Source: an optimization exercise on an open RTL-to-GDS flow (aim: small area). Production flows keep margins and buffers that such runs may drop.
In this exercise RTL edits were held to simulation tests only and were not proved equivalent to the original.
Power is estimated from default activity; no workload was simulated.

[config.mk]
export PLATFORM = sky130hd
export DESIGN_NAME = rv_core_de
export DESIGN_NICKNAME = rv_core_de
export VERILOG_FILES = /design/flow/design.v
export SDC_FILE = /design/flow/constraint.sdc
export NUM_CORES = 4
export LEC_CHECK = 0
export CAP_MARGIN = 20
export CORE_MARGIN = 2
export CORE_UTILIZATION = 55
export CTS_CLUSTER_DIAMETER = 100
export CTS_CLUSTER_SIZE = 25
export SLEW_MARGIN = 20
export SYNTH_HIERARCHICAL = 1
[design.v]
`timescale 1ns/1ps
`default_nettype none
module rv_core_de (
    input  logic        clk_i,
    input  logic        rst_n_i,
    input  logic [31:0] instr_i,
    input  logic [31:0] pc_i,
    input  logic        instr_valid_i,
    output logic        redirect_o,
    output logic [31:0] redirect_pc_o,
    output logic        wb_en_o,
    output logic [4:0]  wb_rd_o,
    output logic [31:0] wb_data_o
);
    logic is_op, is_opimm, is_lui, is_auipc, is_jal, is_jalr, is_br;
    logic valid;
    assign valid    = instr_valid_i & ~redirect_o;  
    assign is_op    = valid & (instr_i[6:0] == 7'b0110011);
    assign is_opimm = valid & (instr_i[6:0] == 7'b0010011);
    assign is_lui   = valid & (instr_i[6:0] == 7'b0110111);
    assign is_auipc = valid & (instr_i[6:0] == 7'b0010111);
    assign is_jal   = valid & (instr_i[6:0] == 7'b1101111);
    assign is_jalr  = valid & (instr_i[6:0] == 7'b1100111);
    assign is_br    = valid & (instr_i[6:0] == 7'b1100011);
    logic [4:0] rd, rs1, rs2;
    logic [2:0] f3;
    assign rd  = instr_i[11:7];
    assign f3  = instr_i[14:12];
    assign rs1 = instr_i[19:15];
    assign rs2 = instr_i[24:20];
    logic [31:0] imm_alu;
    assign imm_alu = (is_lui | is_auipc) ? {instr_i[31:12], 12'b0}
                                         : {{20{instr_i[31]}}, instr_i[31:20]};
    logic [31:0] imm_tgt;
    always_comb begin
        if (is_jalr)
            imm_tgt = 32'd4;
        else if (is_jal)
            imm_tgt = {{12{instr_i[31]}}, instr_i[19:12], instr_i[20], instr_i[30:21], 1'b0};
        else
            imm_tgt = {{20{instr_i[31]}}, instr_i[7], instr_i[30:25], instr_i[11:8], 1'b0};
    end
    logic [31:0]  regs [1:31];
    logic [31:1]  rvalid;
    logic [31:1]  we, we_n, rv_ok;
    logic [991:0] regs_flat;
    logic [3:0] wph;
    logic [7:0] wpl;
    always_comb begin
        for (int j = 0; j < 4; j++) wph[j] = (wb_rd_o[4:3] == 2'(j));
        for (int j = 0; j < 8; j++) wpl[j] = (wb_rd_o[2:0] == 3'(j));
    end
    for (genvar k = 1; k < 32; k++) begin : g_we
        and3  u_we  (.a(wph[k/8]), .b(wpl[k%8]), .c(wb_en_o), .y(we[k]));
        nand3 u_wen (.a(wph[k/8]), .b(wpl[k%8]), .c(wb_en_o), .y(we_n[k]));
        and2  u_ok  (.a(rvalid[k]), .b(we_n[k]), .y(rv_ok[k]));
    end
    always_ff @(posedge clk_i or negedge rst_n_i) begin
        if (!rst_n_i) rvalid <= '0;
        else          rvalid <= rvalid | we;
    end
    for (genvar k = 1; k < 32; k++) begin : g_reg
        logic [31:0] nxt;
        for (genvar i = 0; i < 32; i++) begin : g_bit
            ao22 u_wmux (
                .a1(we[k]), .a2(wb_data_o[i]), .b1(we_n[k]), .b2(regs[k][i]),
                .y(nxt[i])
            );
        end
        always_ff @(posedge clk_i) regs[k] <= nxt;
        assign regs_flat[32*(k-1) +: 32] = regs[k];
    end
    logic        a_rs, b_rs, a_pc, b_imm;
    logic [32:0] sel1, sel2;
    logic [31:0] op_a, op_b_rd;
    assign a_rs  = is_op | is_opimm | is_br | is_jalr;
    assign a_pc  = is_auipc | is_jal;
    assign b_rs  = is_op | is_br;
    assign b_imm = is_opimm | is_lui | is_auipc | is_jalr;
    rf_select u_sel1 (.en_i(a_rs), .rs_i(rs1), .rv_ok_i(rv_ok), .wb_en_i(wb_en_o),
                      .wb_rd_i(wb_rd_o), .sel_o(sel1[31:0]));
    rf_select u_sel2 (.en_i(b_rs), .rs_i(rs2), .rv_ok_i(rv_ok), .wb_en_i(wb_en_o),
                      .wb_rd_i(wb_rd_o), .sel_o(sel2[31:0]));
    assign sel1[32] = a_pc;
    assign sel2[32] = b_imm;
    rf_read u_rd1 (.sel_i(sel1), .src_i({pc_i, wb_data_o, regs_flat}),      .data_o(op_a));
    rf_read u_rd2 (.sel_i(sel2), .src_i({imm_alu, wb_data_o, regs_flat}), .data_o(op_b_rd));
    logic        redirect_d;
    logic [31:0] res, tgt;
    rv_alu u_alu (
        .is_op_i(is_op), .is_opimm_i(is_opimm), .is_jal_i(is_jal), .is_jalr_i(is_jalr),
        .is_br_i(is_br), .f3_i(f3), .alt_i(instr_i[30]),
        .op_a_i(op_a), .op_b_i({op_b_rd[31:3], op_b_rd[2] | is_jal, op_b_rd[1:0]}),
        .imm_tgt_i(imm_tgt), .pc_i(pc_i),
        .res_o(res), .redirect_o(redirect_d), .tgt_o(tgt)
    );
    always_ff @(posedge clk_i or negedge rst_n_i) begin
        if (!rst_n_i) begin
            redirect_o <= 1'b0;
            wb_en_o    <= 1'b0;
        end else begin
            redirect_o <= redirect_d;
            wb_en_o    <= (is_op | is_opimm | is_lui | is_auipc | is_jal | is_jalr) &
                          (rd != 5'd0);
        end
    end
    always_ff @(posedge clk_i) begin
        wb_rd_o       <= rd;
        wb_data_o     <= res;
        redirect_pc_o <= tgt;
    end
endmodule
module rf_select (
    input  logic        en_i,
    input  logic [4:0]  rs_i,
    input  logic [31:1] rv_ok_i,
    input  logic        wb_en_i,
    input  logic [4:0]  wb_rd_i,
    output logic [31:0] sel_o
);
    logic [3:0] ph;
    logic [7:0] pl;
    always_comb begin
        for (int j = 0; j < 4; j++) ph[j] = en_i && (rs_i[4:3] == 2'(j));
        for (int j = 0; j < 8; j++) pl[j] = (rs_i[2:0] == 3'(j));
    end
    for (genvar k = 1; k < 32; k++) begin : g_sel
        and3 u_a (.a(ph[k/8]), .b(pl[k%8]), .c(rv_ok_i[k]), .y(sel_o[k-1]));
    end
    assign sel_o[31] = en_i && wb_en_i && (wb_rd_i == rs_i) && (rs_i != 5'd0);
endmodule
module rf_read (
    input  logic [32:0]   sel_i,
    input  logic [1055:0] src_i,
    output logic [31:0]   data_o
);
    for (genvar i = 0; i < 32; i++) begin : g_bit
        logic [10:0] g_n;  
        for (genvar j = 0; j < 11; j++) begin : g_grp
            aoi222 u_aoi (
                .a1(sel_i[3*j]),   .a2(src_i[32*(3*j)   + i]),
                .b1(sel_i[3*j+1]), .b2(src_i[32*(3*j+1) + i]),
                .c1(sel_i[3*j+2]), .c2(src_i[32*(3*j+2) + i]),
                .y(g_n[j])
            );
        end
        assign data_o[i] = ~&g_n;
    end
endmodule
module rv_alu (
    input  logic        is_op_i,
    input  logic        is_opimm_i,
    input  logic        is_jal_i,
    input  logic        is_jalr_i,
    input  logic        is_br_i,
    input  logic [2:0]  f3_i,
    input  logic        alt_i,
    input  logic [31:0] op_a_i,
    input  logic [31:0] op_b_i,
    input  logic [31:0] imm_tgt_i,
    input  logic [31:0] pc_i,
    output logic [31:0] res_o,
    output logic        redirect_o,
    output logic [31:0] tgt_o
);
    logic alu_f3, sub;
    assign alu_f3 = is_op_i | is_opimm_i;
    assign sub    = is_br_i | (alu_f3 & (f3_i[2:1] == 2'b01)) |
                    (is_op_i & (f3_i == 3'b000) & alt_i);
    logic s_sum, s_sll, s_sll_n, s_srl, s_slt, s_sltu, s_xor, s_or, s_and, lx, ly;
    assign s_sum   = (!alu_f3 || (f3_i == 3'b000)) && !is_jalr_i;
    assign s_sll   = alu_f3 && (f3_i == 3'b001);
    assign s_sll_n = !s_sll;
    assign s_slt   = alu_f3 && (f3_i == 3'b010);
    assign s_sltu  = alu_f3 && (f3_i == 3'b011);
    assign s_xor   = alu_f3 && (f3_i == 3'b100);
    assign s_srl   = alu_f3 && (f3_i == 3'b101);
    assign s_or    = alu_f3 && (f3_i == 3'b110);
    assign s_and   = alu_f3 && (f3_i == 3'b111);
    assign lx      = s_xor | s_or;    
    assign ly      = s_and | s_or;    
    logic [31:0] bx;
    for (genvar i = 0; i < 32; i++) begin : g_bx
        xor2 u_x (.a(op_b_i[i]), .b(sub), .y(bx[i]));
    end
    logic [31:0] sum, p, g;
    logic        cout;
    cla32 #(.FAST(1'b1)) u_add (.a_i(op_a_i), .b_i(bx), .c_i(sub), .s_o(sum), .p_o(p), .g_o(g),
                                .c_o(cout));
    logic [31:0] pt, tp, tg;
    logic        tc;
    cla32 #(.FAST(1'b0)) u_pc (.a_i(pc_i), .b_i(imm_tgt_i), .c_i(1'b0), .s_o(pt), .p_o(tp),
                               .g_o(tg), .c_o(tc));
    logic        fill, b4, b4_n, fill4;
    logic [31:0] sh_in, s1, s2, s3;
    logic [46:0] s1x;
    logic [43:0] s2x;
    assign fill  = s_sll_n & alt_i & op_a_i[31];
    assign b4    = op_b_i[4];
    assign b4_n  = ~op_b_i[4];
    assign fill4 = fill & op_b_i[4];
    for (genvar i = 0; i < 32; i++) begin : g_rev
        ao22 u_m (.a1(s_sll_n), .a2(op_a_i[i]), .b1(s_sll), .b2(op_a_i[31-i]), .y(sh_in[i]));
    end
    assign s1x = {{15{fill}}, sh_in};
    for (genvar i = 0; i < 32; i++) begin : g_s1
        mux4 u_m (.s(op_b_i[1:0]), .a0(s1x[i]), .a1(s1x[i+1]), .a2(s1x[i+2]), .a3(s1x[i+3]),
                  .y(s1[i]));
    end
    assign s2x = {{12{fill}}, s1};
    for (genvar i = 0; i < 32; i++) begin : g_s2
        mux4 u_m (.s(op_b_i[3:2]), .a0(s2x[i]), .a1(s2x[i+4]), .a2(s2x[i+8]), .a3(s2x[i+12]),
                  .y(s2[i]));
    end
    for (genvar i = 0; i < 32; i++) begin : g_s3
        if (i < 16) begin : g_lo
            ao22 u_m (.a1(b4_n), .a2(s2[i]), .b1(b4), .b2(s2[i+16]), .y(s3[i]));
        end else begin : g_hi
            ao21 u_m (.a1(b4_n), .a2(s2[i]), .b1(fill4), .y(s3[i]));
        end
    end
    logic eq, sd, lt;
    assign eq = &p;
    assign sd = op_a_i[31] ^ op_b_i[31];
    assign lt = sd ? op_a_i[31] : sum[31];
    for (genvar i = 0; i < 32; i++) begin : g_res
        logic t_n, l_n;
        aoi222 u_t (.a1(s_sum), .a2(sum[i]), .b1(s_sll), .b2(s3[31-i]), .c1(s_srl), .c2(s3[i]),
                    .y(t_n));
        aoi222 u_l (.a1(lx), .a2(p[i]), .b1(ly), .b2(g[i]), .c1(is_jalr_i), .c2(pt[i]),
                    .y(l_n));
        if (i == 0) begin : g_slt
            assign res_o[i] = ~(t_n & l_n) | (s_slt & lt) | (s_sltu & ~cout);
        end else begin : g_plain
            assign res_o[i] = ~(t_n & l_n);
        end
    end
    logic jalr_n;
    assign jalr_n = ~is_jalr_i;
    for (genvar i = 0; i < 32; i++) begin : g_tgt
        if (i == 0) begin : g_b0
            assign tgt_o[i] = jalr_n & pt[i];
        end else begin : g_bn
            ao22 u_m (.a1(is_jalr_i), .a2(sum[i]), .b1(jalr_n), .b2(pt[i]), .y(tgt_o[i]));
        end
    end
    br_cond u_br (
        .jump_i(is_jal_i | is_jalr_i), .is_br_i(is_br_i), .f3_i(f3_i),
        .sd_i(sd), .a31_i(op_a_i[31]), .sum31_i(sum[31]), .cout_i(cout), .eq_i(eq),
        .redirect_o(redirect_o)
    );
endmodule
module br_cond (
    input  logic       jump_i,
    input  logic       is_br_i,
    input  logic [2:0] f3_i,
    input  logic       sd_i,      
    input  logic       a31_i,
    input  logic       sum31_i,
    input  logic       cout_i,
    input  logic       eq_i,
    output logic       redirect_o
);
    logic k_s, k_u, k_e, inv_s, inv_u, inv_e;
    logic pre_s, ss, xs, xu, xe, ts, tu, te, early;
    assign k_s   = is_br_i & (f3_i[2:1] == 2'b10);
    assign k_u   = is_br_i & (f3_i[2:1] == 2'b11);
    assign k_e   = is_br_i & (f3_i[2:1] == 2'b00);
    assign inv_s = f3_i[0];
    assign inv_u = ~f3_i[0];
    assign inv_e = f3_i[0];
    assign pre_s = k_s & sd_i & (a31_i ^ inv_s);
    assign ss    = k_s & ~sd_i;
    assign early = jump_i | pre_s;
    xor2 u_xs (.a(sum31_i), .b(inv_s), .y(xs));
    xor2 u_xu (.a(cout_i),  .b(inv_u), .y(xu));
    xor2 u_xe (.a(eq_i),    .b(inv_e), .y(xe));
    and2 u_ts (.a(ss),  .b(xs), .y(ts));
    and2 u_tu (.a(k_u), .b(xu), .y(tu));
    and2 u_te (.a(k_e), .b(xe), .y(te));
    or4  u_or (.a(early), .b(ts), .c(tu), .d(te), .y(redirect_o));
endmodule
module aoi222 (
    input  logic a1, a2, b1, b2, c1, c2,
    output logic y
);
    assign y = ~((a1 & a2) | (b1 & b2) | (c1 & c2));
endmodule
module ao22 (
    input  logic a1, a2, b1, b2,
    output logic y
);
    assign y = (a1 & a2) | (b1 & b2);
endmodule
module or4 (
    input  logic a, b, c, d,
    output logic y
);
    assign y = a | b | c | d;
endmodule
module cla32 #(
    parameter bit FAST = 1'b0
) (
    input  logic [31:0] a_i,
    input  logic [31:0] b_i,
    input  logic        c_i,
    output logic [31:0] s_o,
    output logic [31:0] p_o,  
    output logic [31:0] g_o,  
    output logic        c_o
);
    logic [32:0] c;
    logic [8:0]  cb;    
    logic [7:0]  bgv, bpv;
    assign cb[0] = c_i;
    for (genvar i = 0; i < 32; i++) begin : g_ha
        hadd u_ha (.a(a_i[i]), .b(b_i[i]), .s(p_o[i]), .c(g_o[i]));
    end
    for (genvar k = 0; k < 8; k++) begin : g_blk
        logic bg1, bg2;
        ao21 u_g1 (.a1(p_o[4*k+1]), .a2(g_o[4*k]),   .b1(g_o[4*k+1]), .y(bg1));
        ao21 u_g2 (.a1(p_o[4*k+2]), .a2(bg1),        .b1(g_o[4*k+2]), .y(bg2));
        ao21 u_g3 (.a1(p_o[4*k+3]), .a2(bg2),        .b1(g_o[4*k+3]), .y(bgv[k]));
        and4 u_p  (.a(p_o[4*k]), .b(p_o[4*k+1]), .c(p_o[4*k+2]), .d(p_o[4*k+3]), .y(bpv[k]));
        assign c[4*k] = cb[k];
        if (FAST) begin : g_fast
            logic p01, p012;
            and2 u_p01  (.a(p_o[4*k]), .b(p_o[4*k+1]), .y(p01));
            and3 u_p012 (.a(p_o[4*k]), .b(p_o[4*k+1]), .c(p_o[4*k+2]), .y(p012));
            ao21 u_c1 (.a1(p_o[4*k]), .a2(cb[k]), .b1(g_o[4*k]), .y(c[4*k+1]));
            ao21 u_c2 (.a1(p01),      .a2(cb[k]), .b1(bg1),      .y(c[4*k+2]));
            ao21 u_c3 (.a1(p012),     .a2(cb[k]), .b1(bg2),      .y(c[4*k+3]));
        end else begin : g_slow
            ao21 u_cb (.a1(bpv[k]), .a2(cb[k]), .b1(bgv[k]), .y(cb[k+1]));
            ao21 u_c1 (.a1(p_o[4*k]),   .a2(c[4*k]),   .b1(g_o[4*k]),   .y(c[4*k+1]));
            ao21 u_c2 (.a1(p_o[4*k+1]), .a2(c[4*k+1]), .b1(g_o[4*k+1]), .y(c[4*k+2]));
            ao21 u_c3 (.a1(p_o[4*k+2]), .a2(c[4*k+2]), .b1(g_o[4*k+2]), .y(c[4*k+3]));
        end
    end
    if (FAST) begin : g_prefix
        logic g0, g10, g32, p32, g54, p54, g76, p76, g20, g30, g64, p64, g74, p74;
        ao21 u_0   (.a1(bpv[0]), .a2(c_i), .b1(bgv[0]), .y(g0));
        ao21 u_10  (.a1(bpv[1]), .a2(g0),     .b1(bgv[1]), .y(g10));
        ao21 u_32  (.a1(bpv[3]), .a2(bgv[2]), .b1(bgv[3]), .y(g32));
        and2 u_p32 (.a(bpv[3]), .b(bpv[2]), .y(p32));
        ao21 u_54  (.a1(bpv[5]), .a2(bgv[4]), .b1(bgv[5]), .y(g54));
        and2 u_p54 (.a(bpv[5]), .b(bpv[4]), .y(p54));
        ao21 u_76  (.a1(bpv[7]), .a2(bgv[6]), .b1(bgv[7]), .y(g76));
        and2 u_p76 (.a(bpv[7]), .b(bpv[6]), .y(p76));
        ao21 u_20  (.a1(bpv[2]), .a2(g10), .b1(bgv[2]), .y(g20));
        ao21 u_30  (.a1(p32),    .a2(g10), .b1(g32),    .y(g30));
        ao21 u_64  (.a1(bpv[6]), .a2(g54), .b1(bgv[6]), .y(g64));
        and2 u_p64 (.a(bpv[6]), .b(p54), .y(p64));
        ao21 u_74  (.a1(p76),    .a2(g54), .b1(g76),    .y(g74));
        and2 u_p74 (.a(p76), .b(p54), .y(p74));
        ao21 u_40  (.a1(bpv[4]), .a2(g30), .b1(bgv[4]), .y(cb[5]));
        ao21 u_50  (.a1(p54),    .a2(g30), .b1(g54),    .y(cb[6]));
        ao21 u_60  (.a1(p64),    .a2(g30), .b1(g64),    .y(cb[7]));
        ao21 u_70  (.a1(p74),    .a2(g30), .b1(g74),    .y(cb[8]));
        assign cb[1] = g0;
        assign cb[2] = g10;
        assign cb[3] = g20;
        assign cb[4] = g30;
    end
    assign c[32] = cb[8];
    for (genvar i = 0; i < 32; i++) begin : g_sum
        xor2 u_x (.a(p_o[i]), .b(c[i]), .y(s_o[i]));
    end
    assign c_o = c[32];
endmodule
module hadd (
    input  logic a, b,
    output logic s, c
);
    assign s = a ^ b;
    assign c = a & b;
endmodule
module ao21 (
    input  logic a1, a2, b1,
    output logic y
);
    assign y = (a1 & a2) | b1;
endmodule
module ao222 (
    input  logic a1, a2, b1, b2, c1, c2,
    output logic y
);
    assign y = (a1 & a2) | (b1 & b2) | (c1 & c2);
endmodule
module ao221 (
    input  logic a1, a2, b1, b2, c1,
    output logic y
);
    assign y = (a1 & a2) | (b1 & b2) | c1;
endmodule
module and2 (
    input  logic a, b,
    output logic y
);
    assign y = a & b;
endmodule
module and3 (
    input  logic a, b, c,
    output logic y
);
    assign y = a & b & c;
endmodule
module nand3 (
    input  logic a, b, c,
    output logic y
);
    assign y = ~(a & b & c);
endmodule
module and4 (
    input  logic a, b, c, d,
    output logic y
);
    assign y = a & b & c & d;
endmodule
module xor2 (
    input  logic a, b,
    output logic y
);
    assign y = a ^ b;
endmodule
module mux4 (
    input  logic [1:0] s,
    input  logic       a0, a1, a2, a3,
    output logic       y
);
    always_comb begin
        case (s)
            2'd0:    y = a0;
            2'd1:    y = a1;
            2'd2:    y = a2;
            default: y = a3;
        endcase
    end
endmodule
`default_nettype wire
[constraint.sdc]
create_clock -name core_clock -period 9.0 [get_ports {clk_i}]
set_input_delay 1.8000 -clock core_clock [delete_from_list [all_inputs] [get_ports {clk_i}]]
set_output_delay 1.8000 -clock core_clock [all_outputs]
set_load 0.01 [all_outputs]
[run.sh]
#!/bin/bash
# synth_recipe.tcl (not shown) runs the flow's synth.tcl, then flattens the netlist and writes it again
# the make line also repeats each setting of config.mk as NAME=value (left out here)
make -C /OpenROAD-flow-scripts/flow DESIGN_CONFIG=/design/flow/config.mk WORK_HOME=/design/flow/orfs CLKGATE_MAP_FILE= SYNTH_SCRIPT=/design/flow/synth_recipe.tcl finish
==> out/qor.csv, run 1 <==
metric,value,unit
Cells after Synth,4019,
TritonCTS buffer count,50,
pre-CTS worst setup slack,0.404,ns
Critical R2R Launch,wb_rd_o[2]$_DFF_P_,
die span in y,299,um
final hold viol count,0,
Sum Neg Setup Slack,0,ns
first-pass detailed-route iteration total,13,
hold path depth,1,
Hold Buf Count CTS,0,
Placed Cells,5536,
Final #Nets,4564,
Peak VDD IR,0.155,mV
Fmax,121,MHz
clock buffer depth,3,
Placed Area,0.0526,mm^2
worst min path class,reg2reg,
Final Cycle Share,0.917,
power per cell area,151,mW/mm^2
crit path kind,in2reg,
# clock sinks,1094,
post-CTS sizing,0,
Post-Layout Cell Count,5613,
hpwl dp,153000,um
H-tree depth,2,
global-route usage over all layers,0.492,
layout cells sized above 1,0.114,
Synth Cell Area,0.0478,mm^2
Worst Setup Start Kind,input port,
Critical Path AT,8.81,ns
max-slew violation count,0,
GR Overflow Total,0,
max_cap viols,0,
Routed WL,231000,um
CTS tree,built,
RSZ-0062 raised after global routing,no,
Detail Route Antenna Nets,0,
Residual DRC,0,
vias in the first global route,43800,
Worst Setup SP,instr_i[0],
WP data required,9.56,ns
I/O Pins,138,
row count,108,
reg2reg path depth,24,
Die W,299,um
pin count of the biggest net entering global routing,61,
Vias/cell,8.76,
gpl congestion,1.13,
Starting Density,0.552,
clock slew at the register clock pins of the worst setup and hold paths,0.10,ns
Core ar.,0.0865,mm^2
final setup violating endpoints,0,
setup slack after layout,0.750,ns
vias,49200,
Wirelength per Cell,41.2,um
area delta synth->final,13.1,%
Post-CTS Setup Inserts,0,
Worst-Skew Late Latency,0.71,ns
first-pass GRT wire length,325000,um
1st-iter DRT viols,13300,
worst clock skew,0.0422,ns
crit path time final,8.25,ns
Syn Area/Cell,11.9,um^2
die area,0.0892,mm^2
largest fanout on the critical path,19,
initial antenna violation count,17,
Hold Startpoint,rvalid[28]$_DFF_PN0_,
slew margin rel.,0.198,
Lkg Pwr,21.8,nW
root buf cell,clkbuf_16,
Slew @ Worst Pin,1.20,ns
Ys Warns,11,
status,no timing/DRC/antenna violations,
post-route cell area,0.0540,mm^2
IO buf count,137,
Util after Layout,0.625,
Worst setup EP type,flip-flop,
==> cell type report <==
type	count	area [um^2]
Fill cell	7082	32500
Inverter	12	45.0
Tap cell	1155	1450
Clock buffer	62	1320
Sequential cell	1094	22100
Multi-Input combinational cell	2900	25800
Antenna cell	8	20.0
Clock inverter	7	93.8
Timing Repair Buffer	375	3200
==> cell usage in the layout (no fill, tap or decap), types with 22 or more instances in the layout <==
| master | n |
|---|---|
| a21o_1 | 156 |
| a222oi_1 | 768 |
| a22o_1 | 1071 |
| and2_1 | 48 |
| and3_1 | 64 |
| and3_2 | 47 |
| buf_4 | 234 |
| clkbuf_16 | 51 |
| clkdlybuf4s50_1 | 136 |
| dfrtp_1 | 32 |
| dfxtp_1 | 1054 |
| ha_1 | 64 |
| mux4_2 | 64 |
| nand2_1 | 46 |
| nand3_1 | 69 |
| nand3_2 | 30 |
| nand4_1 | 138 |
| nor2b_1 | 22 |
| or2_2 | 33 |
| or3_1 | 64 |
| xor2_1 | 100 |
==> critical path, cell delays in order <==
cell and delay, ns:
clkdlybuf4s50_1 0.52, and4b_1 0.34, nand2_1 0.16, nor2b_1 0.48, and3b_1 0.48, and3_1 0.98
buf_4 0.44, a222oi_1 0.14, nand4_1 0.19, or3_1 0.21, ha_1 0.32, a21o_1 0.22
a21o_1 0.16, a21o_1 0.23, a21o_1 0.28, a21o_1 0.25, a21o_1 0.25, a21o_1 0.19
xor2_1 0.33, xor2_1 0.11, and2_1 0.16, or4_1 0.52
==> routing by layer <==
layer / up-vias / share of wire / track usage
li1: 19300 / - / -
met1: 23600 / 0.35 / 0.665
met2: 5132 / 0.38 / 0.665
met3: 1107 / 0.17 / 0.169
met4: 18 / 0.091 / 0.321
met5: - / 0.00065 / 0.00370
==> through the flow <==
step                      power (mW)  hold slack, ns
final                           8.15           0.466
after global routing            8.30           0.475
after CTS                       8.11           0.465
after detailed placement        5.52           0.442
after global placement          5.52           0.442
after floorplan                 5.23           0.428
==> sequential cells by signal (all words and copies together) (netlist names) <==
register and count:
regs 992, redirect_o 1, wb_data_o 32, rvalid 31, wb_rd_o 5, wb_en_o 1, redirect_pc_o 32
==> path summary, 6_finish.rpt <==
path	endpoint	slack (ns)
worst min-delay path	rvalid[28]$_DFF_PN0_	0.47
max in group asynchronous	rvalid[18]$_DFF_PN0_	7.28
worst max-delay path	redirect_o$_DFF_PN0_	0.75
min in group asynchronous	rvalid[24]$_DFF_PN0_	1.21
worst min register to register	rvalid[28]$_DFF_PN0_	0.47
worst max register to register	redirect_o$_DFF_PN0_	1.09
==> report_power, final <==
group          internal [mW]  leakage [nW]  switching, mW
Clock                   1.08         0.686           1.63
Combinational          0.199          12.1          0.326
Sequential              4.89          9.02         0.0287
==> run 2, diff against run 1 <==
--- a/design.v
+++ b/design.v
@@ -188,5 +188,6 @@
     cla32 #(.FAST(1'b1)) u_add (.a_i(op_a_i), .b_i(bx), .c_i(sub), .s_o(sum), .p_o(p), .g_o(g),
                                 .c_o(cout));
-    logic [31:0] pt, tp, tg;
+    logic [31:0] pt;
+    logic [31:0] tp, tg;
     logic        tc;
     cla32 #(.FAST(1'b0)) u_pc (.a_i(pc_i), .b_i(imm_tgt_i), .c_i(1'b0), .s_o(pt), .p_o(tp),
@@ -204,12 +205,17 @@
     end
     assign s1x = {{15{fill}}, sh_in};
+    logic [3:0] o1, o2;
+    always_comb begin
+        for (int j = 0; j < 4; j++) begin
+            o1[j] = (op_b_i[1:0] == 2'(j));
+            o2[j] = (op_b_i[3:2] == 2'(j));
+        end
+    end
     for (genvar i = 0; i < 32; i++) begin : g_s1
-        mux4 u_m (.s(op_b_i[1:0]), .a0(s1x[i]), .a1(s1x[i+1]), .a2(s1x[i+2]), .a3(s1x[i+3]),
-                  .y(s1[i]));
+        mux4oh u_m (.s(o1), .d({s1x[i+3], s1x[i+2], s1x[i+1], s1x[i]}), .y(s1[i]));
     end
     assign s2x = {{12{fill}}, s1};
     for (genvar i = 0; i < 32; i++) begin : g_s2
-        mux4 u_m (.s(op_b_i[3:2]), .a0(s2x[i]), .a1(s2x[i+4]), .a2(s2x[i+8]), .a3(s2x[i+12]),
-                  .y(s2[i]));
+        mux4oh u_m (.s(o2), .d({s2x[i+12], s2x[i+8], s2x[i+4], s2x[i]}), .y(s2[i]));
     end
     for (genvar i = 0; i < 32; i++) begin : g_s3
@@ -369,4 +375,42 @@
     assign c_o = c[32];
 endmodule
+module rca32 (
+    input  logic [31:0] a_i,
+    input  logic [31:0] b_i,
+    output logic [31:0] s_o
+);
+    logic [31:0] p, g;
+    logic [32:0] c;
+    assign c[0] = 1'b0;
+    for (genvar i = 0; i < 32; i++) begin : g_bit
+        hadd u_ha (.a(a_i[i]), .b(b_i[i]), .s(p[i]), .c(g[i]));
+        if (i == 0) begin : g_c0
+            assign c[1] = g[0];
+        end else if (i < 31) begin : g_ci
+            ao21 u_c (.a1(p[i]), .a2(c[i]), .b1(g[i]), .y(c[i+1]));
+        end
+        if (i == 0) begin : g_s0
+            assign s_o[0] = p[0];
+        end else begin : g_si
+            xor2 u_x (.a(p[i]), .b(c[i]), .y(s_o[i]));
+        end
+    end
+endmodule
+module mux4oh (
+    input  logic [3:0] s,
+    input  logic [3:0] d,
+    output logic       y
+);
+    logic t_n, u_n;
+    aoi222 u_a (.a1(s[0]), .a2(d[0]), .b1(s[1]), .b2(d[1]), .c1(s[2]), .c2(d[2]), .y(t_n));
+    nand2  u_b (.a(s[3]), .b(d[3]), .y(u_n));
+    nand2  u_c (.a(t_n), .b(u_n), .y(y));
+endmodule
+module nand2 (
+    input  logic a, b,
+    output logic y
+);
+    assign y = ~(a & b);
+endmodule
 module hadd (
     input  logic a, b,
==> run 2 against run 1 <==
Still clean on timing, DRC and antenna. Synthesized cell count rose by 3.4%. Clock skew rose by 0.025 ns. Register-to-register slack got worse by 0.66 ns. Utilization rose by 0.94 points. Clock power barely moved. Power barely moved. Highest routed layer unchanged.
==> out/qor.csv, run 2 <==
metric,value,unit
status,no timing/DRC/antenna violations,
pin count of the biggest net entering global routing,51,
slew margin rel.,0.133,
clock slew at the register clock pins of the worst setup and hold paths,0.12,ns
Worst-Skew Late Latency,0.74,ns
Reg power frac,0.604,
Final #Nets,4746,
Largest register FFs,992,
Detail Route Antenna Nets,0,
setup slack after layout,0.407,ns
first-pass GRT wire length,335000,um
Int Pwr,6.16,mW
worst min path class,reg2reg,
Cells after Synth,4155,
"most common cell after layout, fill and taps aside",a22o_1,
# clock sinks,1094,
area delta synth->final,14.0,%
Util after Layout,0.634,
IO buf count,137,
pre-CTS worst setup slack,0.0846,ns
Top reg by flops,regs,
Sum Neg Setup Slack,0,ns
Die W,298,um
Psw,1.98,mW
smallest hold slack,0.469,ns
Synth Cell Area,0.0475,mm^2
Worst setup EP type,flip-flop,
largest fanout on the critical path,16,
1st-iter DRT viols,12900,
Ys Warns,11,
Final Cycle Share,0.955,
Hold Buf Count CTS,0,
crit path time final,8.59,ns
power per cell area,150,mW/mm^2
Placed Cells,5707,
largest registers,"regs: 992 flops, redirect_pc_o: 32 flops, wb_data_o: 32 flops",
Critical Path AT,9.18,ns
Post-Layout Cell Count,5798,
TritonCTS buffer count,50,
crit-path max cell delay,1.03,ns
die span in y,298,um
Post-CTS Setup Inserts,0,
Lkg Pwr,22.4,nW
Peak VDD IR,0.211,mV
Vias/cell,8.71,
vias,50500,
max-slew violation count,0,
multi-input logic area,0.0255,mm^2
Placed Area,0.0527,mm^2
Critical path buffers and inverters,3,
first-pass detailed-route iteration total,22,
initial antenna violation count,65,
Fmax,116,MHz
gpl congestion,1.09,
Syn Area/Cell,11.4,um^2
worst clock skew,0.0669,ns
clock buffer depth,3,
root buf cell,clkbuf_16,
layout cells sized above 1,0.105,
RSZ-0062 raised after global routing,no,
final setup violating endpoints,0,
Clock power frac,0.336,
Slew @ Worst Pin,1.30,ns
max_cap viols,0,
Register Area,0.0221,mm^2
Comb power frac,0.061,
crit path kind,in2reg,
global-route usage over all layers,0.512,
crit-path leading delay family,simple AND/OR/NAND/NOR gates,
most frequent cells in the layout,"1071 x a22o_1, 1042 x dfxtp_1, 832 x a222oi_1",
post-CTS sizing,0,
row count,107,
Starting Density,0.556,
switching portion of total power,0.243,
Worst Setup Start Kind,input port,
die area,0.0887,mm^2
vias in the first global route,44500,
WP data required,9.59,ns
Residual DRC,0,
CTS tree,built,
post-route cell area,0.0542,mm^2
fillers,7062,
Critical Path Slowest Stage Cell,and3_1,
H-tree depth,2,
power after layout,8.15,mW
Most Frequent Cell on Critical Path,a21o_1,
I/O Pins,138,
GR Overflow Total,0,
Core ar.,0.0854,mm^2
Wirelength per Cell,41.4,um
Routed WL,240000,um
final hold viol count,0,
hpwl dp,160000,um
==> run 2: final cells by class <==
type	instances	share of cell area
antenna	24	0.00111
clock buffer	63	0.0252
timing repair buffer	421	0.0658
tap	1144	0.0264
clock inverter	4	0.00111
sequential	1094	0.408
multi-input combinational	3036	0.472
inverter	12	0.000832
==> run 2: metal layers <==
metal	track usage	share of wire
met5	0.00595	0.0023
met1	0.645	0.34
met4	0.340	0.087
met2	0.692	0.38
met3	0.238	0.18
==> run 2: worst paths after layout <==
kind	from	end	slack (ns)	cells after the start
worst max-delay path	instr_i[5]	redirect_o$_DFF_PN0_	0.41	25
worst min-delay path	rvalid[3]$_DFF_PN0_	rvalid[3]$_DFF_PN0_	0.47	1
worst max register to register	wb_rd_o[0]$_DFF_P_	wb_data_o[5]$_DFF_P_	0.43	17
worst min register to register	rvalid[3]$_DFF_PN0_	rvalid[3]$_DFF_PN0_	0.47	1
max in group asynchronous	rst_n_i	wb_en_o$_DFF_PN0_	6.93	1
min in group asynchronous	rst_n_i	rvalid[31]$_DFF_PN0_	1.26	1
==> run 2: power by group through the flow <==
stage               Sequential [mW]  Clock [mW]  Combinational, mW
CTS                            4.92        2.70              0.471
floorplan                      5.05           0              0.177
detailed placement             5.03           0              0.469
finish                         4.92        2.73              0.495
global route                   4.92        2.86              0.501
global placement               5.03           0              0.469
==> run 2: worst register-to-register path, stage by stage, from the launching register on <==
cell and delay, ns:
dfxtp_1 0.65, nor3b_1 1.03, nand3_2 0.99, and2_1 0.44, and3_1 0.43, buf_4 0.34
buf_4 0.20, a222oi_1 0.52, nand4_1 0.48, or3_1 0.76, a22o_1 0.40, a222oi_1 0.40
nand2_1 0.19, a222oi_1 0.35, nand2_1 0.12, a22o_1 0.23, a222oi_1 0.62, nand2_1 0.22
==> run 3, diff against run 2 <==
==> flow/run.sh (new file) <==
#!/bin/bash
set -euo pipefail
export BUFFER_PORTS_ARGS="-buffer_cell sky130_fd_sc_hd__buf_1"
export RECOVER_POWER=100
bash standard.sh > standard.log 2>&1
==> standard.sh (new file) <==
#!/bin/bash
# synth_recipe.tcl (not shown) runs the flow's synth.tcl, then flattens the netlist and writes it again
# the make line also repeats each setting of config.mk as NAME=value (left out here)
make -C /OpenROAD-flow-scripts/flow DESIGN_CONFIG=/design/flow/config.mk WORK_HOME=/design/flow/orfs CLKGATE_MAP_FILE= SYNTH_SCRIPT=/design/flow/synth_recipe.tcl "${@:-finish}"
removed: run.sh
==> run 3 against run 2 <==
The layout now fails its checks (max-capacitance violations, max-slew violations). Critical path type is now reg2reg. Cell count fell by 0.21%. Fmax increased by 0.51%. Utilization down 1.3 points. Area after synthesis stayed put. Combinational power shrank 12%. Sequential power is essentially flat. Register-to-register slack better by 0.02 ns. Worst setup slack better by 0.043 ns. Largest power group unchanged. Sequential share of layout area grew 0.86 points.
==> out/qor.csv, run 3 <==
metric,value,unit
max_cap viols,64,
final setup violating endpoints,0,
area delta synth->final,11.7,%
die span in y,298,um
1st-iter DRT viols,14600,
SO Viols,"max-capacitance violations, max-slew violations",
Worst setup EP type,flip-flop,
Largest register FFs,992,
pin count of the biggest net entering global routing,67,
slew margin rel.,-1.11,
power per cell area,153,mW/mm^2
# clock sinks,1094,
met2 routed wirelength,93100,um
H-tree depth,2,
fillers,7259,
Worst-Skew Late Latency,0.71,ns
Wirelength per Cell,42.1,um
Sum Neg Setup Slack,0,ns
Ys Warns,11,
Placed Area,0.0517,mm^2
hpwl dp,161000,um
Cells after Synth,4155,
pre-CTS worst setup slack,0.608,ns
worst min path class,reg2reg,
RSZ-0062 raised after global routing,no,
Syn Area/Cell,11.4,um^2
multi-input logic area,0.0255,mm^2
Final #Nets,4724,
"most common cell after layout, fill and taps aside",a22o_1,
clock slew at the register clock pins of the worst setup and hold paths,0.11,ns
Core ar.,0.0854,mm^2
Top reg by flops,regs,
metal3 WL,43900,um
vias in the first global route,44000,
setup slack after layout,0.450,ns
row count,107,
Register Area,0.0221,mm^2
I/O Pins,138,
vias,50500,
Fmax,117,MHz
Slew @ Worst Pin,3.17,ns
WL met1,83900,um
final hold viol count,0,
first-pass detailed-route iteration total,17,
Final Cycle Share,0.950,
status,"complete, but fails checks",
largest registers,"regs: 992 flops, redirect_pc_o: 32 flops, wb_data_o: 32 flops",
Critical Path AT,9.10,ns
first-pass GRT wire length,339000,um
TritonCTS buffer count,51,
Peak VDD IR,0.161,mV
GR Overflow Total,0,
root buf cell,clkbuf_16,
crit path kind,reg2reg,
Lkg Pwr,21.7,nW
gpl congestion,1.09,
IO buf count,137,
post-CTS sizing,0,
worst clock skew,0.0738,ns
die area,0.0887,mm^2
max-slew violation count,2174,
Routed WL,244000,um
Detail Route Antenna Nets,0,
post-route cell area,0.0530,mm^2
clock buffer depth,3,
largest fanout on the critical path,34,
initial antenna violation count,46,
Post-CTS Setup Inserts,0,
CTS tree,built,
WP data required,9.55,ns
Residual DRC,0,
Hold Buf Count CTS,0,
Vias/cell,8.72,
crit path time final,8.55,ns
most frequent cells in the layout,"1071 x a22o_1, 1041 x dfxtp_1, 832 x a222oi_1",
global-route usage over all layers,0.518,
layout cells sized above 1,0.0883,
Highest Signal Layer,met5,
Worst Setup Start Kind,flip-flop,
Die W,298,um
Synth Cell Area,0.0475,mm^2
Starting Density,0.556,
## run 3: per-stage QoR
stage,utilization,total power [mW],std cells,hold slack (ns)
2_1_floorplan,-,5.23,4157,0.428
3_3_place_gp,0.605,5.44,5683,0.441
3_5_place_dp,0.605,5.44,5683,0.442
4_1_cts,0.622,8.07,5751,0.466
5_1_grt,0.620,8.27,5767,0.481
6_report,0.621,8.13,5786,0.468
## run 3: layer usage
| layer | track usage | vias up |
|---|---|---|
| li1 | - | 19900 |
| met1 | 0.661 | 24200 |
| met2 | 0.700 | 5189 |
| met3 | 0.224 | 1119 |
| met4 | 0.346 | 42 |
| met5 | 0.0395 | - |
## run 3: power by group
part	switching [mW]	internal, mW
sequential	0.0296	4.89
combinational	0.307	0.130
clock	1.67	1.10
total	2.01	6.12
## run 3: critical path, stage by stage, from the launching register on
cell and delay (ns):
dfrtp_1 1.39, buf_4 0.55, nand3_2 0.83, and2_0 0.44, and3_1 0.22, buf_12 0.19
a222oi_1 0.32, nand3_1 0.41, or3_1 0.42, or2_0 0.26, xor2_1 0.16, ha_1 0.37
a21o_1 0.23, a21o_1 0.16, a21o_1 0.23, a21o_1 0.27, a21o_1 0.31, a21o_1 0.27
a21o_1 0.19, xor2_1 0.32, xor2_1 0.12, and2_1 0.17, or4_1 0.50
## run 3: worst paths after layout
check                                     start                   end  slack, ns  cells past startpoint
max reg2reg                   wb_en_o$_DFF_PN0_  redirect_o$_DFF_PN0_       0.45                     22
min                        rvalid[11]$_DFF_PN0_  rvalid[11]$_DFF_PN0_       0.47                      1
min reg2reg                rvalid[11]$_DFF_PN0_  rvalid[11]$_DFF_PN0_       0.47                      1
max                           wb_en_o$_DFF_PN0_  redirect_o$_DFF_PN0_       0.45                     22
max in group asynchronous               rst_n_i  rvalid[24]$_DFF_PN0_       5.28                      2
min in group asynchronous               rst_n_i  rvalid[31]$_DFF_PN0_       2.09                      2
## run 3: final cells by class
class,instances,share of cell area
antenna,34,0.00160
tap,1144,0.0270
timing repair buffer,398,0.0453
inverter,12,0.000849
sequential,1094,0.417
multi-input combinational,3036,0.481
clock buffer,59,0.0250
clock inverter,9,0.00252
==> run 4, diff against run 3 <==
==> flow/run.sh (replaced) <==
#!/bin/bash
set -euo pipefail
export BUFFER_PORTS_ARGS="-buffer_cell sky130_fd_sc_hd__buf_1"
export GPL_KEEP_OVERFLOW=0.3
bash standard.sh > standard.log 2>&1
==> run 4 against run 3 <==
Now clean on timing, DRC and antenna. Sequential share of layout area rose by 0.27 points. Sequential power barely moved. Combinational power barely moved. Area after synthesis did not move. Utilization fell by 0.35 points. First-iteration DRC count rose by 2.0%. Largest cell class unchanged. Critical endpoint unchanged. Non-clock buffer count fell by 65. Routed wire length rose by 0.59%.
==> out/qor.csv, run 4 <==
metric,value,unit
"reg-to-reg slack, setup",1.46,ns
multi-input logic area,0.0256,mm^2
final hold viol count,0,
largest registers,"regs: 992 flops, redirect_pc_o: 32 flops, wb_data_o: 32 flops",
clock slew at the register clock pins of the worst setup and hold paths,0.11,ns
global-route usage over all layers,0.521,
RSZ-0062 raised after global routing,no,
slew margin rel.,0.155,
crit-path max cell delay,0.89,ns
IO buf count,137,
Synth Cell Area,0.0475,mm^2
Detail Route Antenna Nets,0,
Worst-Skew Late Latency,0.71,ns
most frequent cells in the layout,"1071 x a22o_1, 1029 x dfxtp_1, 832 x a222oi_1",
Setup crit end,redirect_o$_DFF_PN0_,
power per cell area,153,mW/mm^2
first-pass detailed-route iteration total,15,
"most common cell after layout, fill and taps aside",a22o_1,
Psw,1.97,mW
vias in the first global route,43900,
crit path time final,7.95,ns
Core ar.,0.0854,mm^2
Comb power frac,0.054,
Starting Density,0.556,
Worst setup EP type,flip-flop,
Wirelength per Cell,42.8,um
H-tree depth,2,
Int Pwr,6.08,mW
Final #Nets,4658,
clock buffer depth,3,
row count,107,
final setup violating endpoints,0,
reg2reg path depth,22,
Post-Layout Cell Count,5722,
worst path cell trace,buf_1 > nor2b_1 > nand3_1 > a21oi_1 > nor3b_1 > and3_2 > a222oi_1 > nand4_1 > or3_1 > xor2_1 > ha_1 > a21o_1 > a21o_1 > a21o_1 > a21o_1 > a21o_1 > a21o_1 > a21o_1 > a21o_1 > xor2_1 > xor2_1 > and2_1 > or4_1,
Lkg Pwr,21.5,nW
Worst Setup SP,instr_i[5],
Clock power frac,0.335,
Register Area,0.0221,mm^2
worst clock skew,0.0470,ns
smallest hold slack,0.472,ns
Sum Neg Setup Slack,0,ns
switching portion of total power,0.245,
largest fanout on the critical path,26,
vias,50600,
Vias/cell,8.84,
die area,0.0887,mm^2
pin count of the biggest net entering global routing,59,
max-slew violation count,0,
Largest register FFs,992,
1st-iter DRT viols,14900,
power after layout,8.05,mW
status,no timing/DRC/antenna violations,
root buf cell,clkbuf_16,
Cells after Synth,4155,
Syn Area/Cell,11.4,um^2
fillers,7277,
layout cells sized above 1,0.106,
Top reg by flops,regs,
# clock sinks,1094,
post-CTS sizing,0,
Worst Setup Start Kind,input port,
Final Cycle Share,0.884,
Slew @ Worst Pin,1.27,ns
gpl congestion,1.10,
Critical Path Slowest Stage Cell,and3_2,
Residual DRC,0,
die span in y,298,um
Post-CTS Setup Inserts,0,
pre-CTS worst setup slack,0.737,ns
area delta synth->final,11.0,%
first-pass GRT wire length,339000,um
Die W,298,um
Reg power frac,0.611,
Hold Buf Count CTS,0,
WP data required,9.59,ns
hpwl dp,156000,um
Placed Cells,5618,
TritonCTS buffer count,50,
setup slack after layout,1.05,ns
Critical R2R Launch,wb_rd_o[0]$_DFF_P_,
max_cap viols,0,
Fmax,126,MHz
Ys Warns,11,
I/O Pins,138,
post-route cell area,0.0527,mm^2
Util after Layout,0.617,
Critical Path AT,8.54,ns
initial antenna violation count,61,
crit path kind,in2reg,
Worst R2R End,redirect_o$_DFF_PN0_,
worst min path class,reg2reg,
GR Overflow Total,0,
Routed WL,245000,um
CTS tree,built,
Placed Area,0.0512,mm^2
Most Frequent Cell on Critical Path,a21o_1,
Peak VDD IR,0.201,mV
-- run 4: power by group through the flow --
stage	clock network (mW)	logic, mW	registers, mW
6_report	2.70	0.436	4.92
5_1_grt	2.82	0.439	4.92
4_1_cts	2.67	0.407	4.92
3_5_place_dp	0	0.405	5.03
3_3_place_gp	0	0.406	5.03
2_1_floorplan	0	0.177	5.05
-- run 4: final cells by class --
type / instances / share of cell area
multi-input cells: 3036 / 0.486
clock inverters: 4 / 0.00135
clock buffers: 58 / 0.0247
diodes: 41 / 0.00195
flip-flops and latches: 1094 / 0.419
well taps: 1144 / 0.0271
inverters: 12 / 0.000854
repair buffers: 333 / 0.0386
-- run 4: worst min-delay path by stage --
stage	from	endpoint	cells after the start
floorplan	rvalid[10]$_DFF_PN0_	rvalid[10]$_DFF_PN0_	1
global placement	rvalid[4]$_DFF_PN0_	rvalid[4]$_DFF_PN0_	1
detailed placement	rvalid[9]$_DFF_PN0_	rvalid[9]$_DFF_PN0_	1
CTS	rvalid[5]$_DFF_PN0_	rvalid[5]$_DFF_PN0_	1
global route	rvalid[24]$_DFF_PN0_	rvalid[24]$_DFF_PN0_	1
finish	rvalid[15]$_DFF_PN0_	rvalid[15]$_DFF_PN0_	1
-- run 4: critical path: cells and delay by family --
kind	cells	cell delay, ns
AOI/OAI and AO/OA	10	2.36
and+or+nand+nor	8	3.42
adders and majority gates	1	0.26
buffers and inverters	1	0.22
xor gates and xnor gates	3	0.47
-- run 4: layer usage --
layer	up-vias	GRT usage	part of all wire
met4	52	0.322	0.085
met1	24500	0.654	0.35
li1	19700	-	-
met3	1182	0.276	0.19
met5	-	0.0541	0.0030
met2	5086	0.690	0.38
==> run 5, diff against run 4 <==
==> flow/run.sh (replaced) <==
#!/bin/bash
set -euo pipefail
export BUFFER_PORTS_ARGS="-buffer_cell sky130_fd_sc_hd__buf_1"
bash standard.sh > standard.log 2>&1
--- a/config.mk
+++ b/config.mk
@@ -11,4 +11,5 @@
 export CTS_CLUSTER_DIAMETER = 100
 export CTS_CLUSTER_SIZE = 25
+export GPL_ROUTABILITY_DRIVEN = 0
 export SLEW_MARGIN = 20
 export SYNTH_HIERARCHICAL = 1
==> run 5 against run 4 <==
Critical endpoint unchanged. Non-clock buffer count is 55 higher. Register-to-register slack lost 0.81 ns. Sequential power barely moved. Flip-flop and latch count did not move.
==> out/qor.csv, run 5 <==
metric,value,unit
hpwl dp,162000,um
Critical path buffers and inverters,3,
global-route usage over all layers,0.517,
Fmax,118,MHz
reg2reg path depth,20,
Worst-Skew Late Latency,0.71,ns
RSZ-0062 raised after global routing,no,
IO buf count,137,
worst clock skew,0.0458,ns
crit-path leading delay family,simple AND/OR/NAND/NOR gates,
Reg power frac,0.607,
slew margin rel.,0.235,
clock slew at the register clock pins of the worst setup and hold paths,0.12,ns
max_cap viols,0,
power per cell area,152,mW/mm^2
row count,107,
Starting Density,0.556,
Sum Neg Setup Slack,0,ns
Worst R2R End,redirect_o$_DFF_PN0_,
Vias/cell,8.78,
first-pass GRT wire length,337000,um
Clock power frac,0.339,
Post-CTS Setup Inserts,0,
Wirelength per Cell,42.0,um
TritonCTS buffer count,50,
Cells after Synth,4155,
Slew @ Worst Pin,1.14,ns
first-pass detailed-route iteration total,17,
crit path time final,8.51,ns
switching portion of total power,0.246,
Register Area,0.0221,mm^2
1st-iter DRT viols,14500,
crit path kind,in2reg,
Core ar.,0.0854,mm^2
crit-path max cell delay,0.98,ns
largest fanout on the critical path,19,
die span in y,298,um
area delta synth->final,12.0,%
Ys Warns,11,
largest registers,"regs: 992 flops, redirect_pc_o: 32 flops, wb_data_o: 32 flops",
Critical Path AT,9.06,ns
Worst Setup SP,instr_valid_i,
Syn Area/Cell,11.4,um^2
"most common cell after layout, fill and taps aside",a22o_1,
Routed WL,243000,um
Residual DRC,0,
Final #Nets,4713,
Setup crit end,redirect_o$_DFF_PN0_,
Worst setup EP type,flip-flop,
Peak VDD IR,0.171,mV
vias in the first global route,44200,
Comb power frac,0.054,
Synth Cell Area,0.0475,mm^2
multi-input logic area,0.0256,mm^2
I/O Pins,138,
pin count of the biggest net entering global routing,41,
status,no timing/DRC/antenna violations,
worst min path class,reg2reg,
CP Depth,22,
final setup violating endpoints,0,
Die W,298,um
Final Cycle Share,0.946,
Detail Route Antenna Nets,0,
most frequent cells in the layout,"1071 x a22o_1, 1040 x dfxtp_1, 832 x a222oi_1",
Util after Layout,0.623,
Largest register FFs,992,
# clock sinks,1094,
worst path cell trace,buf_1 > and4b_1 > nand3_1 > a21oi_1 > buf_4 > and3b_1 > and3_1 > buf_4 > a222oi_1 > nand4_1 > or3_1 > xor2_1 > ha_1 > and4_1 > a21o_1 > a21o_1 > a21o_1 > a21o_1 > xor2_1 > xor2_1 > and2_1 > or4_1,
die area,0.0887,mm^2
final hold viol count,0,
post-CTS sizing,0,
GR Overflow Total,0,
H-tree depth,2,
clock buffer depth,3,
fillers,7062,
WP data required,9.55,ns
Most Frequent Cell on Critical Path,a21o_1,
Hold Buf Count CTS,0,
Worst Setup Start Kind,input port,
layout cells sized above 1,0.101,
Critical R2R Launch,wb_rd_o[4]$_DFF_P_,
Lkg Pwr,21.9,nW
Int Pwr,6.11,mW
Critical Path Slowest Stage Cell,nand4_1,
"reg-to-reg slack, setup",0.65,ns
root buf cell,clkbuf_16,
Top reg by flops,regs,
Psw,1.99,mW
CTS tree,built,
initial antenna violation count,61,
max-slew violation count,0,
vias,50700,
run 5: metal layers:
metal  up-vias  global-route usage  part of all wire
li1      19800                   -                 -
met1     24400               0.650              0.35
met2      5229               0.690              0.38
met3      1134               0.254              0.18
met4        54               0.341             0.089
met5         -             0.00920            0.0020
run 5: worst min path at each step:
stage | startpoint | end | slack (ns) | depth (start not counted)
final | rvalid[20]$_DFF_PN0_ | rvalid[20]$_DFF_PN0_ | 0.47 | 1
after global routing | rvalid[19]$_DFF_PN0_ | rvalid[19]$_DFF_PN0_ | 0.48 | 1
after CTS | rvalid[10]$_DFF_PN0_ | rvalid[10]$_DFF_PN0_ | 0.47 | 1
after detailed placement | rvalid[21]$_DFF_PN0_ | rvalid[21]$_DFF_PN0_ | 0.44 | 1
after global placement | rvalid[1]$_DFF_PN0_ | rvalid[1]$_DFF_PN0_ | 0.44 | 1
after floorplan | rvalid[10]$_DFF_PN0_ | rvalid[10]$_DFF_PN0_ | 0.43 | 1
run 5: layout make-up:
class,instances,area share
inverters,12,0.000847
flip-flops and latches,1094,0.415
clock inverters,5,0.00176
repair buffers,388,0.0478
diodes,36,0.00169
well taps,1144,0.0269
multi-input cells,3036,0.481
clock buffers,57,0.0250
run 5: metrics by stage:
stage | power [mW] | setup slack, ns | cell area [um^2] | hold slack (ns) | cells
global placement | 5.43 | 0.739 | 51600 | 0.441 | 5671
finish | 8.10 | 0.490 | 53200 | 0.469 | 5772
detailed placement | 5.43 | 0.639 | 51700 | 0.442 | 5673
floorplan | 5.23 | 1.24 | 47500 | 0.428 | 4157
CTS | 8.04 | 1.23 | 53100 | 0.465 | 5735
global route | 8.23 | 0.657 | 53100 | 0.476 | 5747
run 5: power by group through the flow:
stage | Combinational [mW] | Clock (mW) | Sequential, mW
after floorplan | 0.177 | 0 | 5.05
after global placement | 0.405 | 0 | 5.03
after detailed placement | 0.405 | 0 | 5.03
after CTS | 0.407 | 2.71 | 4.92
after global routing | 0.439 | 2.87 | 4.92
final | 0.438 | 2.75 | 4.92
==> run 6, diff against run 5 <==
==> flow/run.sh (replaced) <==
#!/bin/bash
# Own flow: the standard layout (standard.sh: the standard synthesis and
# ORFS steps, unchanged), except that buffer_ports builds the port buffers
# from the library's smallest buffer, sky130_fd_sc_hd__buf_1, instead of the
# cell it picks by default. Every input and output port still gets a buffer.
# The whole output of standard.sh goes to standard.log here; ORFS keeps each
# step's log under orfs/logs/.
set -euo pipefail
export BUFFER_PORTS_ARGS="-buffer_cell sky130_fd_sc_hd__buf_1"
bash standard.sh > standard.log 2>&1
--- a/config.mk
+++ b/config.mk
@@ -11,5 +11,4 @@
 export CTS_CLUSTER_DIAMETER = 100
 export CTS_CLUSTER_SIZE = 25
-export GPL_ROUTABILITY_DRIVEN = 0
 export SLEW_MARGIN = 20
 export SYNTH_HIERARCHICAL = 1
==> run 6 against run 5 <==
Still clean on timing, DRC and antenna. Non-clock buffer count increased by 10. Power increased by 0.41%. Clock power is essentially flat. Flip-flop and latch count unchanged. Die area did not move. Highest routed layer unchanged.
==> out/qor.csv, run 6 <==
metric,value,unit
Fmax,118,MHz
worst path cell trace,nor3b_1 > buf_4 > nand3_2 > buf_4 > and2_1 > and3_1 > buf_4 > a222oi_1 > nand4_1 > or3_1 > ha_1 > a21o_1 > a21o_1 > a21o_1 > a21o_1 > a21o_1 > a21o_1 > a21o_1 > xor2_1 > xor2_1 > and2_1 > or4_1,
post-CTS sizing,0,
Worst-Skew Late Latency,0.72,ns
largest fanout on the critical path,33,
Lkg Pwr,21.9,nW
initial antenna violation count,45,
row count,107,
layout cells sized above 1,0.103,
final setup violating endpoints,0,
gpl congestion,1.09,
Vias/cell,8.73,
Sum Neg Setup Slack,0,ns
CTS tree,built,
Ys Warns,11,
met1 Track Usage GR,0.661,
crit-path leading delay family,simple AND/OR/NAND/NOR gates,
Hold Buf Count CTS,0,
Die W,298,um
Worst setup EP type,flip-flop,
I/O Pins,138,
Register Area,0.0221,mm^2
fillers,7200,
Routed WL,243000,um
vias in the first global route,44000,
vias,50500,
IO buf count,137,
final hold viol count,0,
Core ar.,0.0854,mm^2
multi-input logic area,0.0256,mm^2
WP data required,9.56,ns
first-pass detailed-route iteration total,22,
Util after Layout,0.623,
post-route cell area,0.0532,mm^2
most frequent cells in the layout,"1071 x a22o_1, 1040 x dfxtp_1, 832 x a222oi_1",
status,no timing/DRC/antenna violations,
clock slew at the register clock pins of the worst setup and hold paths,0.12,ns
area delta synth->final,12.1,%
Detail Route Antenna Nets,0,
worst clock skew,0.0785,ns
Wirelength per Cell,42.1,um
Slew @ Worst Pin,1.23,ns
Residual DRC,0,
clock buffer depth,3,
# clock sinks,1094,
smallest hold slack,0.468,ns
GR Util met3,0.224,
Critical Path AT,9.03,ns
root buf cell,clkbuf_16,
Critical path buffers and inverters,3,
1st-iter DRT viols,14800,
pin count of the biggest net entering global routing,67,
die span in y,298,um
Peak VDD IR,0.158,mV
Final #Nets,4724,
crit path kind,reg2reg,
largest registers,"regs: 992 flops, redirect_pc_o: 32 flops, wb_data_o: 32 flops",
Starting Density,0.556,
Syn Area/Cell,11.4,um^2
Most Frequent Cell on Critical Path,a21o_1,
worst min path class,reg2reg,
crit path time final,8.47,ns
Placed Area,0.0517,mm^2
Synth Cell Area,0.0475,mm^2
Cells after Synth,4155,
power per cell area,153,mW/mm^2
Post-CTS Setup Inserts,0,
grt met2 use,0.700,
"most common cell after layout, fill and taps aside",a22o_1,
hpwl dp,161000,um
H-tree depth,2,
Critical Path Slowest Stage Cell,dfxtp_1,
TritonCTS buffer count,51,
first-pass GRT wire length,339000,um
Top reg by flops,regs,
global-route usage over all layers,0.518,
GR Overflow Total,0,
Worst Setup Start Kind,flip-flop,
RSZ-0062 raised after global routing,no,
max-slew violation count,0,
crit-path max cell delay,0.99,ns
global route hottest layer,met2,
slew margin rel.,0.176,
max_cap viols,0,
Largest register FFs,992,
Final Cycle Share,0.941,
die area,0.0887,mm^2
## run 6: cell types whose count changed in the layout (fill, tap and decap cells not counted), sizes merged
cell,change
buf,+11
clkbuf,+1
diode,-9
inv,+4
## run 6: area by class of cell
class                           instances  area share
Antenna cell                           27     0.00127
Clock buffer                           59      0.0249
Clock inverter                          9     0.00251
Inverter                               12    0.000846
Multi-Input combinational cell       3036       0.480
Sequential cell                      1094       0.415
Tap cell                             1144      0.0269
Timing Repair Buffer                  398      0.0487
## run 6: worst register-to-register path, delay by kind of cell (launching register included)
kind                       cells  cell delay, ns
xor gates and xnor gates       2            0.46
AOI/OAI and AO/OA              8            1.71
adders and majority gates      1            0.36
DFF                            1            0.99
buffers and inverters          3            0.88
and+or+nand+nor                8            3.93
## run 6: stage by stage
stage / power, mW / worst slack, ns / instances
CTS: 8.07 / 1.10 / 5751
detailed placement: 5.44 / 0.608 / 5683
global route: 8.27 / 0.517 / 5767
finish: 8.14 / 0.531 / 5779
floorplan: 5.23 / 1.24 / 4157
global placement: 5.44 / 0.575 / 5683
## run 6: where the power goes
group	internal [mW]	switching (mW)	total, mW
clock	1.10	1.68	2.78
sequential	4.89	0.0297	4.92
combinational	0.132	0.307	0.439
## run 6: layer usage
| layer | share of wire | vias up |
|---|---|---|
| li1 | - | 19900 |
| met1 | 0.34 | 24400 |
| met2 | 0.39 | 5102 |
| met3 | 0.18 | 1067 |
| met4 | 0.089 | 46 |
| met5 | 0.0025 | - |
## run 6: worst paths after layout
check,startpoint,endpoint,slack [ns],depth (start not counted)
setup / recovery,wb_rd_o[0]$_DFF_P_,redirect_o$_DFF_PN0_,0.53,22
min in group asynchronous,rst_n_i,rvalid[31]$_DFF_PN0_,1.20,2
max in group asynchronous,rst_n_i,wb_en_o$_DFF_PN0_,7.29,2
setup reg to reg,wb_rd_o[0]$_DFF_P_,redirect_o$_DFF_PN0_,0.53,22
hold / removal,rvalid[30]$_DFF_PN0_,rvalid[30]$_DFF_PN0_,0.47,1
hold reg to reg,rvalid[30]$_DFF_PN0_,rvalid[30]$_DFF_PN0_,0.47,1

port drivers added, routing unchanged:
In the flow no input, the clock included, has a driving cell. The finished layouts below were timed again as built, in two steps.
Step 1, drivers: a clkbuf_16 drives clk_i and a buf_2 each remaining input, both assumed.
Step 2 also shifts input and output timing later by t, the mid clock arrival at the registers, as if the neighbouring blocks saw the same clock.
Three values: ideal, step 1, step 2; two values: the first two.
| run | shift t [ns] | setup WS [ns] | worst slew at a driven data input, ns | cell pins on the clock port's net |
|---|---|---|---|---|
| run 1 | 0.761 | 0.750 / 0.787 / 0.026 | 0.06 | 1 |
| run 2 | 0.778 | 0.407 / 0.426 / -0.320 | 0.09 | 1 |
| run 3 | 0.747 | 0.450 / 0.450 / 0.101 | 0.05 | 1 |
| run 4 | 0.762 | 1.045 / 1.095 / 0.333 | 0.07 | 1 |
| run 5 | 0.762 | 0.490 / 0.537 / -0.225 | 0.04 | 1 |
| run 6 | 0.754 | 0.531 / 0.531 / 0.123 | 0.05 | 1 |
Met with ideal ports but missed after step 2: setup timing in run 2 and run 5. For run 2, which loses most, drivers alone change the setup slack by +0.019 ns; drivers and shift together by -0.727 ns.
